Context: an optimization exercise on an open-source flow, tuned for a short achievable clock period and few clock cycles. The choices shown serve that exercise and are no tape-out recipe. Only simulation tests tie the RTL to the original design; equivalence was not proved. Power figures rest on the tool's default switching activity, not on a simulated workload.

[flow/design.v]
package cgra_pkg;
    localparam int DATA_W = 32;
    localparam int ADDR_W = 10;
    localparam int IMM_W  = 16;
    localparam int MAX_PE = 8;
    localparam int PE_IDX_W = $clog2(MAX_PE);
    typedef enum logic [2:0] {
        CMD_CFG_PE  = 3'd0,
        CMD_CFG_LSU = 3'd1,
        CMD_MEM_WR  = 3'd2,
        CMD_MEM_RD  = 3'd3,
        CMD_RUN     = 3'd4
    } host_op_e;
    typedef enum logic [2:0] {
        OP_PASS = 3'd0,
        OP_ADD  = 3'd1,
        OP_SUB  = 3'd2,
        OP_MUL  = 3'd3,
        OP_AND  = 3'd4,
        OP_XOR  = 3'd5,
        OP_SHL  = 3'd6
    } pe_op_e;
    typedef struct packed {
        host_op_e            op;
        logic [ADDR_W-1:0]   addr;
        logic [DATA_W-1:0]   data;
    } host_cmd_t;
    typedef struct packed {
        pe_op_e              op;
        logic [IMM_W-1:0]    imm;    
    } pe_cfg_t;
    localparam int PE_CFG_W = 3 + IMM_W;    
    typedef struct packed {
        logic [ADDR_W-1:0]   src_base;
        logic [ADDR_W-1:0]   dst_base;
        logic [ADDR_W-1:0]   count;
    } lsu_cfg_t;
    typedef struct packed {
        logic [DATA_W-1:0]   data;
    } host_rsp_t;
    typedef struct packed {
        logic                valid;
        logic [DATA_W-1:0]   data;
    } stream_t;
endpackage
`timescale 1ns/1ps
import cgra_pkg::*;
module cgra_spm #(
    parameter int SPM_DEPTH = 256
) (
    input  logic                clk,
    input  logic                re,
    input  logic [cgra_pkg::ADDR_W-1:0]   raddr,
    output logic [cgra_pkg::DATA_W-1:0]   rdata,
    input  logic                we,
    input  logic [cgra_pkg::ADDR_W-1:0]   waddr,
    input  logic [cgra_pkg::DATA_W-1:0]   wdata
);
    localparam int IDX_W = $clog2(SPM_DEPTH);
    logic [DATA_W-1:0] mem [SPM_DEPTH];
    always_ff @(posedge clk) begin
        if (we) begin
            mem[waddr[IDX_W-1:0]] <= wdata;
        end
    end
    always_ff @(posedge clk) begin
        if (re) begin
            rdata <= mem[raddr[IDX_W-1:0]];
        end
    end
endmodule
`timescale 1ns/1ps
import cgra_pkg::*;
module cgra_host_if #(
    parameter int NUM_PE = 4
) (
    input  logic                clk,
    input  logic                arst_n,
    input  cgra_pkg::host_cmd_t           cmd,
    input  logic                cmd_valid,
    output logic                cmd_ready,
    output cgra_pkg::host_rsp_t           rsp,
    output logic                rsp_valid,
    input  logic                rsp_ready,
    output logic [NUM_PE-1:0][cgra_pkg::PE_CFG_W-1:0] pe_cfg,    
    output cgra_pkg::lsu_cfg_t            lsu_cfg,
    output logic                start,
    input  logic                done,
    output logic                host_we,
    output logic [cgra_pkg::ADDR_W-1:0]   host_waddr,
    output logic [cgra_pkg::DATA_W-1:0]   host_wdata,
    output logic                host_re,
    output logic [cgra_pkg::ADDR_W-1:0]   host_raddr,
    input  logic [cgra_pkg::DATA_W-1:0]   spm_rdata
);
    typedef enum logic [1:0] {
        IDLE,
        READ_WAIT,
        RSP_HOLD,
        RUNNING
    } state_e;
    state_e                state, state_nxt;
    logic                  accept;
    logic [PE_IDX_W-1:0]   pe_idx;
    logic                  pe_hit;
    logic [DATA_W-1:0]     rsp_data;
    logic                  start_q;
    assign cmd_ready = (state == IDLE);
    assign accept    = cmd_valid && cmd_ready;
    assign pe_idx    = cmd.addr[PE_IDX_W-1:0];
    assign pe_hit    = (cmd.addr < ADDR_W'(NUM_PE));    
    assign host_we    = accept && (cmd.op == CMD_MEM_WR);
    assign host_waddr = cmd.addr;
    assign host_wdata = cmd.data;
    assign host_re    = accept && (cmd.op == CMD_MEM_RD);
    assign host_raddr = cmd.addr;
    assign rsp.data  = rsp_data;
    assign rsp_valid = (state == RSP_HOLD);
    assign start     = start_q;
    always_comb begin
        state_nxt = state;
        case (state)
            IDLE: begin
                if (accept && cmd.op == CMD_MEM_RD) state_nxt = READ_WAIT;
                if (accept && cmd.op == CMD_RUN)    state_nxt = RUNNING;
            end
            READ_WAIT: state_nxt = RSP_HOLD;
            RSP_HOLD:  if (rsp_ready) state_nxt = IDLE;
            RUNNING:   if (done) state_nxt = IDLE;
            default:   state_nxt = IDLE;
        endcase
    end
    always_ff @(posedge clk or negedge arst_n) begin
        if (!arst_n) begin
            state   <= IDLE;
            start_q <= 1'b0;
            lsu_cfg <= '0;
            for (int k = 0; k < NUM_PE; k++) begin
                pe_cfg[k] <= '0;    
            end
        end else begin
            state   <= state_nxt;
            start_q <= accept && (cmd.op == CMD_RUN);
            for (int k = 0; k < NUM_PE; k++) begin
                if (accept && cmd.op == CMD_CFG_PE && pe_hit && pe_idx == PE_IDX_W'(k)) begin
                    pe_cfg[k] <= cmd.data[PE_CFG_W-1:0];
                end
            end
            if (accept && cmd.op == CMD_CFG_LSU) begin
                case (cmd.addr)
                    ADDR_W'(0): lsu_cfg.src_base <= cmd.data[ADDR_W-1:0];
                    ADDR_W'(1): lsu_cfg.dst_base <= cmd.data[ADDR_W-1:0];
                    ADDR_W'(2): lsu_cfg.count    <= cmd.data[ADDR_W-1:0];
                    default: ;
                endcase
            end
        end
    end
    always_ff @(posedge clk) begin
        if (state == READ_WAIT) rsp_data <= spm_rdata;
    end
endmodule
`timescale 1ns/1ps
import cgra_pkg::*;
module cgra_load_lsu (
    input  logic                clk,
    input  logic                arst_n,
    input  logic                start,
    input  cgra_pkg::lsu_cfg_t            lsu_cfg,
    output logic                re,
    output logic [cgra_pkg::ADDR_W-1:0]   raddr,
    input  logic [cgra_pkg::DATA_W-1:0]   spm_rdata,
    output cgra_pkg::stream_t             out
);
    logic                active;
    logic [ADDR_W-1:0]   addr_q;
    logic [ADDR_W-1:0]   remain_q;
    logic                valid_q;    
    assign re    = active;
    assign raddr = addr_q;
    assign out.valid = valid_q;
    assign out.data  = spm_rdata;
    always_ff @(posedge clk or negedge arst_n) begin
        if (!arst_n) begin
            active   <= 1'b0;
            addr_q   <= '0;
            remain_q <= '0;
            valid_q  <= 1'b0;
        end else begin
            valid_q <= active;
            if (start) begin
                active   <= (lsu_cfg.count != '0);
                addr_q   <= lsu_cfg.src_base;
                remain_q <= lsu_cfg.count;
            end else if (active) begin
                addr_q   <= addr_q + 1'b1;
                remain_q <= remain_q - 1'b1;
                if (remain_q == ADDR_W'(1)) begin
                    active <= 1'b0;    
                end
            end
        end
    end
endmodule
`timescale 1ns/1ps
import cgra_pkg::*;
module cgra_pe (
    input  logic      clk,
    input  logic      arst_n,
    input  cgra_pkg::pe_cfg_t   cfg,
    input  cgra_pkg::stream_t   in,
    output cgra_pkg::stream_t   out
);
    logic [DATA_W-1:0]   imm_ext;
    logic [DATA_W-1:0]   result;
    logic                valid_q;
    logic [DATA_W-1:0]   data_q;
    assign imm_ext = {{(DATA_W-IMM_W){cfg.imm[IMM_W-1]}}, cfg.imm};
    always_comb begin
        case (cfg.op)
            OP_PASS: result = in.data;
            OP_ADD:  result = in.data + imm_ext;
            OP_SUB:  result = in.data - imm_ext;
            OP_MUL:  result = in.data * imm_ext;    
            OP_AND:  result = in.data & imm_ext;
            OP_XOR:  result = in.data ^ imm_ext;
            OP_SHL:  result = in.data << cfg.imm[4:0];
            default: result = in.data;
        endcase
    end
    always_ff @(posedge clk or negedge arst_n) begin
        if (!arst_n) begin
            valid_q <= 1'b0;
        end else begin
            valid_q <= in.valid;
        end
    end
    always_ff @(posedge clk) begin
        if (in.valid) begin
            data_q <= result;
        end
    end
    assign out.valid = valid_q;
    assign out.data  = data_q;
endmodule
`timescale 1ns/1ps
import cgra_pkg::*;
module cgra_store_lsu (
    input  logic                clk,
    input  logic                arst_n,
    input  logic                start,
    input  cgra_pkg::lsu_cfg_t            lsu_cfg,
    input  cgra_pkg::stream_t             in,
    output logic                we,
    output logic [cgra_pkg::ADDR_W-1:0]   waddr,
    output logic [cgra_pkg::DATA_W-1:0]   wdata,
    output logic                done
);
    logic [ADDR_W-1:0]   idx_q;
    logic                last_wr;
    logic                zero_q;    
    logic                done_q;
    assign we      = in.valid;
    assign waddr   = lsu_cfg.dst_base + idx_q;
    assign wdata   = in.data;
    assign last_wr = in.valid && (idx_q == lsu_cfg.count - 1'b1);
    assign done    = done_q;
    always_ff @(posedge clk or negedge arst_n) begin
        if (!arst_n) begin
            idx_q  <= '0;
            zero_q <= 1'b0;
            done_q <= 1'b0;
        end else begin
            if (start) begin
                idx_q <= '0;
            end else if (in.valid) begin
                idx_q <= idx_q + 1'b1;
            end
            zero_q <= start && (lsu_cfg.count == '0);
            done_q <= last_wr || zero_q;
        end
    end
endmodule
`timescale 1ns/1ps
import cgra_pkg::*;
module cgra_top #(
    parameter int NUM_PE    = 4,
    parameter int SPM_DEPTH = 256
) (
    input  logic        clk,
    input  logic        arst_n,
    input  logic [44:0] cmd,         
    input  logic        cmd_valid,
    output logic        cmd_ready,
    output logic [31:0] rsp,         
    output logic        rsp_valid,
    input  logic        rsp_ready,
    output logic        done
);
    logic [NUM_PE-1:0][PE_CFG_W-1:0] pe_cfg;    
    cgra_pkg::lsu_cfg_t            lsu_cfg;
    logic                start;
    logic                host_we, host_re;
    logic [ADDR_W-1:0]   host_waddr, host_raddr;
    logic [DATA_W-1:0]   host_wdata;
    logic                lsu_we, lsu_re;
    logic [ADDR_W-1:0]   lsu_waddr, lsu_raddr;
    logic [DATA_W-1:0]   lsu_wdata;
    logic                spm_we, spm_re;
    logic [ADDR_W-1:0]   spm_waddr, spm_raddr;
    logic [DATA_W-1:0]   spm_wdata, spm_rdata;
    logic [NUM_PE:0][DATA_W:0]       pe_stream;    
    cgra_pkg::host_rsp_t           rsp_s;
    assign rsp = rsp_s;
    assign spm_re    = cmd_ready ? host_re    : lsu_re;
    assign spm_raddr = cmd_ready ? host_raddr : lsu_raddr;
    assign spm_we    = cmd_ready ? host_we    : lsu_we;
    assign spm_waddr = cmd_ready ? host_waddr : lsu_waddr;
    assign spm_wdata = cmd_ready ? host_wdata : lsu_wdata;
    cgra_host_if #(.NUM_PE(NUM_PE)) u_host_if (
        .clk        (clk),
        .arst_n     (arst_n),
        .cmd        (cmd),
        .cmd_valid  (cmd_valid),
        .cmd_ready  (cmd_ready),
        .rsp        (rsp_s),
        .rsp_valid  (rsp_valid),
        .rsp_ready  (rsp_ready),
        .pe_cfg     (pe_cfg),
        .lsu_cfg    (lsu_cfg),
        .start      (start),
        .done       (done),
        .host_we    (host_we),
        .host_waddr (host_waddr),
        .host_wdata (host_wdata),
        .host_re    (host_re),
        .host_raddr (host_raddr),
        .spm_rdata  (spm_rdata)
    );
    cgra_spm #(.SPM_DEPTH(SPM_DEPTH)) u_spm (
        .clk   (clk),
        .re    (spm_re),
        .raddr (spm_raddr),
        .rdata (spm_rdata),
        .we    (spm_we),
        .waddr (spm_waddr),
        .wdata (spm_wdata)
    );
    cgra_load_lsu u_load_lsu (
        .clk       (clk),
        .arst_n    (arst_n),
        .start     (start),
        .lsu_cfg   (lsu_cfg),
        .re        (lsu_re),
        .raddr     (lsu_raddr),
        .spm_rdata (spm_rdata),
        .out       (pe_stream[0])
    );
    for (genvar k = 0; k < NUM_PE; k++) begin : g_pe
        cgra_pe u_pe (
            .clk    (clk),
            .arst_n (arst_n),
            .cfg    (pe_cfg[k]),
            .in     (pe_stream[k]),
            .out    (pe_stream[k+1])
        );
    end
    cgra_store_lsu u_store_lsu (
        .clk     (clk),
        .arst_n  (arst_n),
        .start   (start),
        .lsu_cfg (lsu_cfg),
        .in      (pe_stream[NUM_PE]),
        .we      (lsu_we),
        .waddr   (lsu_waddr),
        .wdata   (lsu_wdata),
        .done    (done)
    );
endmodule
[flow/constraint.sdc]
create_clock -name core_clock -period 10.0 [get_ports {clk}]
set_input_delay 2.0000 -clock core_clock [delete_from_list [all_inputs] [get_ports {clk}]]
set_output_delay 2.0000 -clock core_clock [all_outputs]
set_load 0.01 [all_outputs]
[flow/run.sh]
#!/bin/bash
# synth_recipe.tcl (not shown) runs the flow's synth.tcl, then flattens the netlist and writes it again
# the make line also repeats each setting of config.mk as NAME=value (left out here)
make -C /OpenROAD-flow-scripts/flow DESIGN_CONFIG=/design/flow/config.mk WORK_HOME=/design/flow/orfs CLKGATE_MAP_FILE= SYNTH_SCRIPT=/design/flow/synth_recipe.tcl finish
[flow/config.mk]
export PLATFORM = sky130hd
export DESIGN_NAME = cgra_top
export DESIGN_NICKNAME = cgra_top
export VERILOG_FILES = /design/flow/design.v
export SDC_FILE = /design/flow/constraint.sdc
export NUM_CORES = 8
export LEC_CHECK = 0
export CAP_MARGIN = 20
export CORE_MARGIN = 2
export CORE_UTILIZATION = 40
export SLEW_MARGIN = 20
export SYNTH_MEMORY_MAX_BITS = 16384
==> results.ini <==
[clock_network]
cts_max_level=6
cts_buffer_depth=4
cts_tree=done
cts_root_buffer=clkbuf_16
clk_pin_slew_ns=0.06
cts_buffers=842
ctsHoldBuffers=0
numClockSinks=8525
post_cts_buffers=0
ctsResizeCount=0
worstSkewPairLatency_ns=1.21

[synthesis]
yosysWarningCount=5
ys_types=89
async_flop_share_pct=1.65
yosys-top-cells-area=edfxtp_1 (64%), mux4_2 (12%), fa_1 (6.2%)
ys_ff_latch=8525
syn-cell-area_um2=396000
syn_inst=24600
syn-mean-instance-area_um2=16.1
synth_seq_area_share_pct=64.4
synth-main-ff-cell=edfxtp_1
yosys.area.top_type=edfxtp_1
synthDominantCellAreaShare_pct=63.6
synth_edf_count=8384
synthesis.nets=26600

[placement]
gp_congestion=0.916
hpwlAfterDp_um=754000
dpl-instance-area_um2=419000
port_buffers=83

[sta]
hold_viol=0
slew_violations=0
hold_slack_ns=0.492
fmax_ghz=0.122
grt_setup_unrepaired=no
layout_min_cycle_time_ns=8.16
skew_ns=0.128
tightest_slew_ns=1.29
finalSetupViolations=0
tns_ns=0
relSlewSlack_pct=14.3
timing.final.crit_share_pct=81.6

[drt]
dr.first_iter.drc_count=29700
via_per_inst=5.89
ant_nets=0
drc=0
vias=230000
wire_per_inst_um=31.2
totalWireLength_um=1220000
detail_route.first_pass.iterations=14

[cells_and_area]
drive_gt1_share_pct=18.8
multiInputGateArea_um2=131000
area_delta_synth_final_pct=12.5
final_cell_mix=edfxtp_1 (8384), nand2_1 (3354), mux4_2 (2108), inv_1 (1690), fa_1 (1221)
register_area_um2=255000
final_area_um2=446000
layout_commonest_cell=edfxtp_1
fillers=85600
layout.nets=27000

[setup_path]
crit_required_ns=10.84
reg2reg_setup_slack_ns=1.84
startpoint_type=flop
setup.worst_path.start=g_pe[2].u_pe.data_q[10]
critPathArrivalTime_ns=9.01
path_max_fanout=21
critPathKind=flop to flop
rr_endpoint=g_pe[3].u_pe.data_q[30]
worstReg2RegStart=g_pe[2].u_pe.data_q[10]
r2r_cells=19
cp-endpoint=g_pe[3].u_pe.data_q[30]
crit_path_end_kind=flop

[power_and_ir_drop]
power_leakage_nw=152
ir_drop_v=0.000730
power.density_nw_per_um2=253

[global_route]
antenna_found_initial=87
grt_max_degree=155
grtUsageMet1_pct=33.6
grt_use_met2_pct=37.3
gr-usage-met3_pct=4.55
grt_pass1_wl_um=1720000
busiest_layer=met2
gr-total-overflow=0
track_usage_pct=23.9
grt_pass1_vias=229000

[worst_hold_path]
min_path_cells=2
hold_path_class=flop to flop

[die]
rows=365
fp.dieW_um=999
start_util_pct=40.1
dieHeight_um=999
io_pins=84
core_area_um2=987000
die_area_um2=998000

[status]
status=timing/DRC/antenna clean

[job]
drv_cap=0

==> worst max-delay path, cell delays in order, from the launching register on <==
cell       delay (ns)
edfxtp_1         0.94
nand2_1          0.18
fa_1             0.54
fa_1             0.59
fa_1             0.45
fa_1             0.55
inv_1            0.05
fa_1             0.51
fa_1             0.42
ha_1             0.34
a21o_1           0.20
a2111oi_1        1.02
a211o_1          0.27
nand3_1          0.18
a2111oi_0        0.65
o21ai_0          0.22
a21oi_1          0.27
o21ba_1          0.18
xor2_1           0.16
o221ai_1         0.12
==> layout make-up <==
type	count	share of cell area, %
diodes	44	0.0247
clock buffers	1029	4.91
clock inverters	508	1.12
inverters	1704	1.43
multi-input cells	12900	29.3
flip-flops and latches	8525	57.3
well taps	13200	3.71
repair buffers	1049	2.19
==> Yosys cell counts (all sizes together), types with 127 or more instances <==
cell       n
nand3    567
xnor2    263
nand2   3418
nor2     861
buf      560
mux2i    179
xor2     127
a311oi   390
a21oi    575
edfxtp  8384
inv     1695
fa      1221
o21ai    348
and2     601
and3     285
clkbuf   930
mux4    2108
ha       652
dfrtp    141
a31oi    180
==> registers in the layout, summed over array words and instances (netlist names) <==
register,flops
u_host_if.state,2
u_load_lsu.active,1
u_host_if.rsp_data,32
g_pe.u_pe.data_q,128
u_host_if.start_q,1
u_host_if.pe_cfg,76
u_load_lsu.remain_q,10
u_load_lsu.addr_q,8
u_store_lsu.zero_q,1
g_pe.u_pe.valid_q,4
u_host_if.lsu_cfg,26
u_load_lsu.valid_q,1
u_store_lsu.idx_q,10
u_spm.rdata,32
u_spm.mem,8192
u_store_lsu.done_q,1
==> logic make-up (layout without fill, tap and decap cells) <==
group                    Yosys count  in the layout  share of synthesized area, %
flip-flops                      8525           8525                          64.4
AND/OR/NAND/NOR                 6047           6047                          6.66
buffers and inverters           3194           4290                          3.29
multiplexers                    2404           2404                          12.8
AO/OA/AOI/OAI                   2194           2194                          3.73
adder cells (fa/ha/maj)         1877           1877                          8.24
XOR/XNOR                         390            390                         0.862
other                              0             44                             0
==> per-stage QoR <==
stage	worst slack, ns	cells	total power, W	utilization (%)
after floorplan	2.52	24600	0.0677	-
after global placement	0.945	37400	0.0819	42.4
after detailed placement	1.98	37400	0.0822	42.4
after CTS	1.94	38900	0.113	45.1
after global routing	1.49	38900	0.117	45.1
final	1.84	39000	0.113	45.2
==> worst min-delay path by stage <==
stage	start	endpoint	slack [ns]
2_1_floorplan	u_store_lsu.zero_q	u_store_lsu.done_q	0.41
3_3_place_gp	u_store_lsu.zero_q	u_store_lsu.done_q	0.46
3_5_place_dp	u_store_lsu.zero_q	u_store_lsu.done_q	0.45
4_1_cts	u_host_if.lsu_cfg[23]	u_load_lsu.addr_q[3]	0.49
5_1_grt	u_store_lsu.zero_q	u_store_lsu.done_q	0.51
6_report	u_host_if.lsu_cfg[20]	u_load_lsu.addr_q[0]	0.49
==> power breakdown <==
group | internal [W] | switching, W
Clock | 0.0173 | 0.0139
Sequential | 0.0430 | 0.000776
Combinational | 0.0127 | 0.0253
==> routing by layer <==
layer / up-vias / part of all wire, %
met1: 122000 / 40
li1: 93600 / -
met4: 30 / 4.1
met2: 11700 / 46
met3: 1899 / 9.9
met5: - / 0.017
Testbench counts, summed over its fixed seeds: cycles 13,850.

-- re-timing with driven ports --
How much do the figures lean on ideal ports? The routed layout below was timed once more, with nothing changed but the port constraints.
Step 1 sets driving cells, clkbuf_16 on the clock port and buf_2 on the other inputs (assumed; they add their load-dependent delay and slew).
Step 2 also shifts input and output timing later by t, the mid clock arrival at the registers, as if the neighbouring blocks saw the same clock.
a / b / c = no drivers / after step 1 / after step 2; a / b = the first two.
t (ns): 1.284
slack for setup (ns): 1.836 / 1.836 / 1.836
worst setup path at the end: register to register
latest minus earliest clock arrival (ns): 0.148 / 0.148
After both steps setup and hold are still met in this run. For this run, drivers alone change the setup slack by 0.000 ns; drivers and shift together by 0.000 ns.
